From an optimization exercise on the open Yosys and OpenROAD flow, aimed at small area, a short achievable clock period and few clock cycles per item; shortcuts taken in it are not production practice. In this exercise RTL edits were held to simulation tests only and were not proved equivalent to the original. No activity file was given, so power comes from the tool's default toggle rates.

main:
// double_talk_detector_unit
module double_talk_detector_unit (
   input  wire logic         clock,
   input  wire logic         reset,
   input  wire logic         req_valid,
   output logic              req_ready,
   input  wire logic [15:0]  req_far_sample,
   input  wire logic [15:0]  req_mic_sample,
   input  wire logic         req_frame_end,
   output logic              rsp_valid,
   input  wire logic         rsp_ready,
   output logic [1:0]        rsp_talk_state,
   output logic              rsp_adapt_hold,
   input  wire logic         csr_write_enable,
   input  wire logic [1:0]   csr_index,
   input  wire logic [23:0]  csr_write_data
);
clock: 10.0 ns
lec_check: 0
abc_clock_period_in_ps: 6000
cap_margin: 20
core_margin: 2
core_utilization: 40
place_density: 0.6
slew_margin: 20
synth_hierarchical: 1
standard.sh (not shown) runs the stock make flow with config.mk's settings and CLKGATE_MAP_FILE= SYNTH_SCRIPT=/design/flow/synth_recipe.tcl, a recipe that flattens the netlist after the stock synthesis.
==> flow/flow/run.sh <==
#!/bin/bash
# The standard layout, with timing repair aiming below the clock period:
# repair_timing works to a setup slack of MARGIN ns at the design's clock.
set -euo pipefail
MARGIN=${MARGIN:-6.5}
bash standard.sh finish SETUP_SLACK_MARGIN=$MARGIN > flow.log 2>&1
main | status: complete | timing, DRC, antenna: pass
Testbench counts of main, summed over its fixed seeds: cycles 29,390, items 384.
For the feature branch, these inputs were changed with respect to main:
# main
export LEC_CHECK = 0
export ABC_CLOCK_PERIOD_IN_PS = 6000
export CAP_MARGIN = 20
export CORE_MARGIN = 2
export CORE_UTILIZATION = 40
export PLACE_DENSITY = 0.6
export SLEW_MARGIN = 20
export SYNTH_HIERARCHICAL = 1
create_clock -name core_clock -period 10.0 [get_ports {clock}]
# the feature branch
export LEC_CHECK = 0
export ABC_CLOCK_PERIOD_IN_PS = 3500
export CAP_MARGIN = 20
export CORE_MARGIN = 2
export CORE_UTILIZATION = 40
export PLACE_DENSITY = 0.6
export SLEW_MARGIN = 20
export SYNTH_HIERARCHICAL = 1
create_clock -name core_clock -period 10.0 [get_ports {clock}]
--- outcome ---
The feature branch finished all stages; the layout is clean. As far as core utilization of the finished layout goes, the feature branch and main are indistinguishable; the numbers are identical. Area growth from synthesis to layout came out exactly the same in the feature branch and main. The worst hold slack was comparable across the feature branch and main. Compared with main, in the feature branch post-CTS repair timing setup buffer count level, half-perimeter wire length after placement level, number of flip-flops and latches level, total grt overflow level, adder-cell share of the synthesized area level. Comparing main against the feature branch, there is no change at all in flip-flop and latch area. From main to the feature branch, inserted tap cell count did not move at all.


== try-harbor ==
double_talk_detector_unit again, from the RTL that the note above started with.
Settings: LEC_CHECK=0, ABC_CLOCK_PERIOD_IN_PS=3500, CAP_MARGIN=20, CORE_MARGIN=2, CORE_UTILIZATION=40, PLACE_DENSITY=0.6, SETUP_SLACK_MARGIN=5, SLEW_MARGIN=20, SYNTH_HIERARCHICAL=1; clock period 10.0 ns.
run.sh (not shown) runs the stock make flow with config.mk's settings and CLKGATE_MAP_FILE= SYNTH_SCRIPT=/design/flow/synth_recipe.tcl, a recipe that flattens the netlist after the stock synthesis.
Stock flow here: none of the scripts above is used.
Testbench counts of try-harbor, summed over its fixed seeds: cycles 29,390, items 384.
diff inputs: try-harbor => try-umber
Settings: removing SETUP_SLACK_MARGIN (formerly 5).
==> flow/flow/run.sh (new file) <==
#!/bin/bash
# The standard layout, with timing repair aiming below the clock period:
# repair_timing works to a setup slack of MARGIN ns at the design's clock.
set -euo pipefail
MARGIN=${MARGIN:-6.25}
bash standard.sh finish SETUP_SLACK_MARGIN=$MARGIN > flow.log 2>&1
==> flow/standard.sh (new file) <==
#!/bin/bash
# synth_recipe.tcl (not shown) runs the flow's synth.tcl, then flattens the netlist and writes it again
# the make line also repeats each setting of config.mk as NAME=value (left out here)
make -C /OpenROAD-flow-scripts/flow DESIGN_CONFIG=/design/flow/config.mk WORK_HOME=/design/flow/orfs CLKGATE_MAP_FILE= SYNTH_SCRIPT=/design/flow/synth_recipe.tcl "${@:-finish}"
removed: flow/run.sh
Findings:
Delta (try-umber minus try-harbor): die area stayed essentially flat; global-route wire length before repair rose by 0.60%; final cell count rose by 0.88%; ratio of total power to cell area rose by about 0.9%; pin slew with the least headroom to its limit fell by 0.20 ns. Comparing try-harbor with try-umber, the total instance count after detailed placement came out essentially unchanged.
For try-ember, these inputs were changed with respect to try-umber:
diff --git a/flow/flow/run.sh b/flow/flow/run.sh
--- a/flow/flow/run.sh
+++ b/flow/flow/run.sh
@@ -5 +5 @@
-MARGIN=${MARGIN:-6.25}
+MARGIN=${MARGIN:-7}
Notes after the runs:
try-ember did not stop at any stage, and its layout met the timing, DRC and antenna checks.
try-umber finished all stages; the layout is clean.
Between try-umber and try-ember, the difference in source-to-sink clock delay at the later pin of the worst-skew pair is negligible.
Re critical path depth: no difference whatsoever between try-umber and try-ember.
In the route summary, try-ember ends up with a via count exceeding that of try-umber.
Compared with try-umber, in try-ember met1 layer usage reported by global route increased by 1.3 points relative to the old numbers; final-layout non-clock buffer area share rose by 5.0 points; synthesized netlist cell count roughly the same; power after layout now larger; wire length went up about 12%.
try-umber ended up with met4 as its highest routed metal layer; try-ember ended up with met5.
| logic gate share of total power | higher: try-ember |
Compared with try-umber, final cell area excluding filler cells in try-ember increased by more than 10%.


Another version of the RTL of double_talk_detector_unit (not shown whole).
Size: ~3,800 cells after synthesis, ~460 flip-flops, ~69 I/O pins, roughly 37,000 um2 of cells after synthesis.
// double_talk_detector_unit
module double_talk_detector_unit (
   input  wire logic         clock,
   input  wire logic         reset,
   input  wire logic         req_valid,
   output logic              req_ready,
   input  wire logic [15:0]  req_far_sample,
   input  wire logic [15:0]  req_mic_sample,
   input  wire logic         req_frame_end,
   output logic              rsp_valid,
   input  wire logic         rsp_ready,
   output logic [1:0]        rsp_talk_state,
   output logic              rsp_adapt_hold,
   input  wire logic         csr_write_enable,
   input  wire logic [1:0]   csr_index,
   input  wire logic [23:0]  csr_write_data
);
   localparam int NB = 20;    
   localparam logic [1:0] A_IDLE = 2'd0;
   localparam logic [1:0] A_DIV  = 2'd1;
   localparam logic [1:0] A_DONE = 2'd2;
   localparam logic [2:0] B_IDLE = 3'd0;
   localparam logic [2:0] B_FAR  = 3'd1;
   localparam logic [2:0] B_MIC  = 3'd2;
   localparam logic [2:0] B_RAT  = 3'd3;
   localparam logic [2:0] B_OUT  = 3'd4;
   logic [15:0]   alpha_ff;
   logic [15:0]   ratio_ff;
  ...
export LEC_CHECK = 0
export ABC_CLOCK_PERIOD_IN_PS = 3500
export CAP_MARGIN = 20
export CORE_MARGIN = 2
export CORE_UTILIZATION = 40
export PLACE_DENSITY = 0.6
export SLEW_MARGIN = 20
export SYNTH_HIERARCHICAL = 1
create_clock -name core_clock -period 10.0 [get_ports {clock}]
standard.sh (not shown) runs the stock make flow with config.mk's settings and CLKGATE_MAP_FILE= SYNTH_SCRIPT=/design/flow/synth_recipe.tcl, a recipe that flattens the netlist after the stock synthesis.
==> flow/flow/run.sh <==
#!/bin/bash
# The standard layout, with timing repair aiming below the clock period:
# repair_timing works to a setup slack of MARGIN ns at the design's clock.
set -euo pipefail
MARGIN=${MARGIN:-6.5}
bash standard.sh finish SETUP_SLACK_MARGIN=$MARGIN > flow.log 2>&1
The first run went through all stages and came out clean.
Testbench counts at the start, summed over its fixed seeds: cycles 29,390, items 384.
==> next run, changes <==
==> flow/run.sh (new file) <==
#!/bin/bash
# synth_recipe.tcl (not shown) runs the flow's synth.tcl, then flattens the netlist and writes it again
# the make line also repeats each setting of config.mk as NAME=value (left out here)
make -C /OpenROAD-flow-scripts/flow DESIGN_CONFIG=/design/flow/config.mk WORK_HOME=/design/flow/orfs CLKGATE_MAP_FILE= SYNTH_SCRIPT=/design/flow/synth_recipe.tcl finish
Settings changed: ABC_CLOCK_PERIOD_IN_PS 3500 to 4000, CORE_UTILIZATION 40 to 65, PLACE_DENSITY 0.6 to 0.75, SETUP_SLACK_MARGIN set to 5.
removed: flow/flow/run.sh
removed: flow/standard.sh
After rerunning:
- fmax drops by 18%
- sequential power stays flat
- setup slack gets worse by 0.84 ns
- global-route usage increases by 12 points
- die area came out lower by 38%
- worst hold slack improved by 0.011 ns
==> next run, changes <==
Settings changed: CORE_UTILIZATION 65 to 40, PLACE_DENSITY 0.75 to 0.6.
Wire length came out higher by 0.50%.
Die area came out higher by 61%.
Via count drops by 2.8%.
Sequential power hardly moves.
Worst setup slack gains 0.14 ns.
Power came out higher by 4.0%.
Clock skew rose by 0.011 ns.
Design area went up by 2.2%.

==> what the ideal ports hide <==
The flow's constraints put no driver on any port. The routed layouts listed below were extracted and timed again, unchanged, in two steps. Step 1 (the two cells are an assumption about what drives the block):
set clk [get_ports {clock}]
set_driving_cell -lib_cell sky130_fd_sc_hd__clkbuf_16 $clk
set_driving_cell -lib_cell sky130_fd_sc_hd__buf_2 [delete_from_list [all_inputs] $clk]
Step 2 moves the port delays by t, midway between the first and last clock arrival at a register: inputs arrive t later, outputs are due t later. That takes back most of the time a late clock gives input paths. Slacks: ideal / step 1 / step 2; pairs: ideal / step 1.
run | t (ns) | setup WS [ns] | worst hold slack (ns) | clock arrival spread, ns | pins driven straight from the clock port
main | 0.684 | 6.510 / 6.510 / 5.979 | 0.446 / 0.446 / 0.446 | 0.026 / 0.026 | 1
the feature branch | 0.684 | 6.510 / 6.510 / 5.979 | 0.446 / 0.446 / 0.446 | 0.026 / 0.026 | 1
try-harbor | 0.679 | 5.533 / 5.533 / 5.533 | 0.453 / 0.453 / 0.453 | 0.040 / 0.040 | 1
try-umber | 0.693 | 6.349 / 6.308 / 5.705 | 0.447 / 0.447 / 0.447 | 0.029 / 0.029 | 1
try-ember | 0.692 | 6.483 / 6.483 / 6.283 | 0.453 / 0.453 / 0.453 | 0.042 / 0.042 | 1
the first run of note 3 | 0.698 | 6.199 / 6.199 / 6.121 | 0.442 / 0.442 / 0.442 | 0.032 / 0.032 | 1
the second run of note 3 | 0.661 | 5.359 / 5.359 / 5.359 | 0.452 / 0.452 / 0.452 | 0.022 / 0.023 | 1
the third run of note 3 | 0.690 | 5.495 / 5.495 / 5.495 | 0.452 / 0.452 / 0.452 | 0.032 / 0.032 | 1
After both steps setup and hold are still met in every run listed. For try-umber, which loses most, drivers alone change the setup slack by -0.041 ns; drivers and shift together by -0.644 ns.
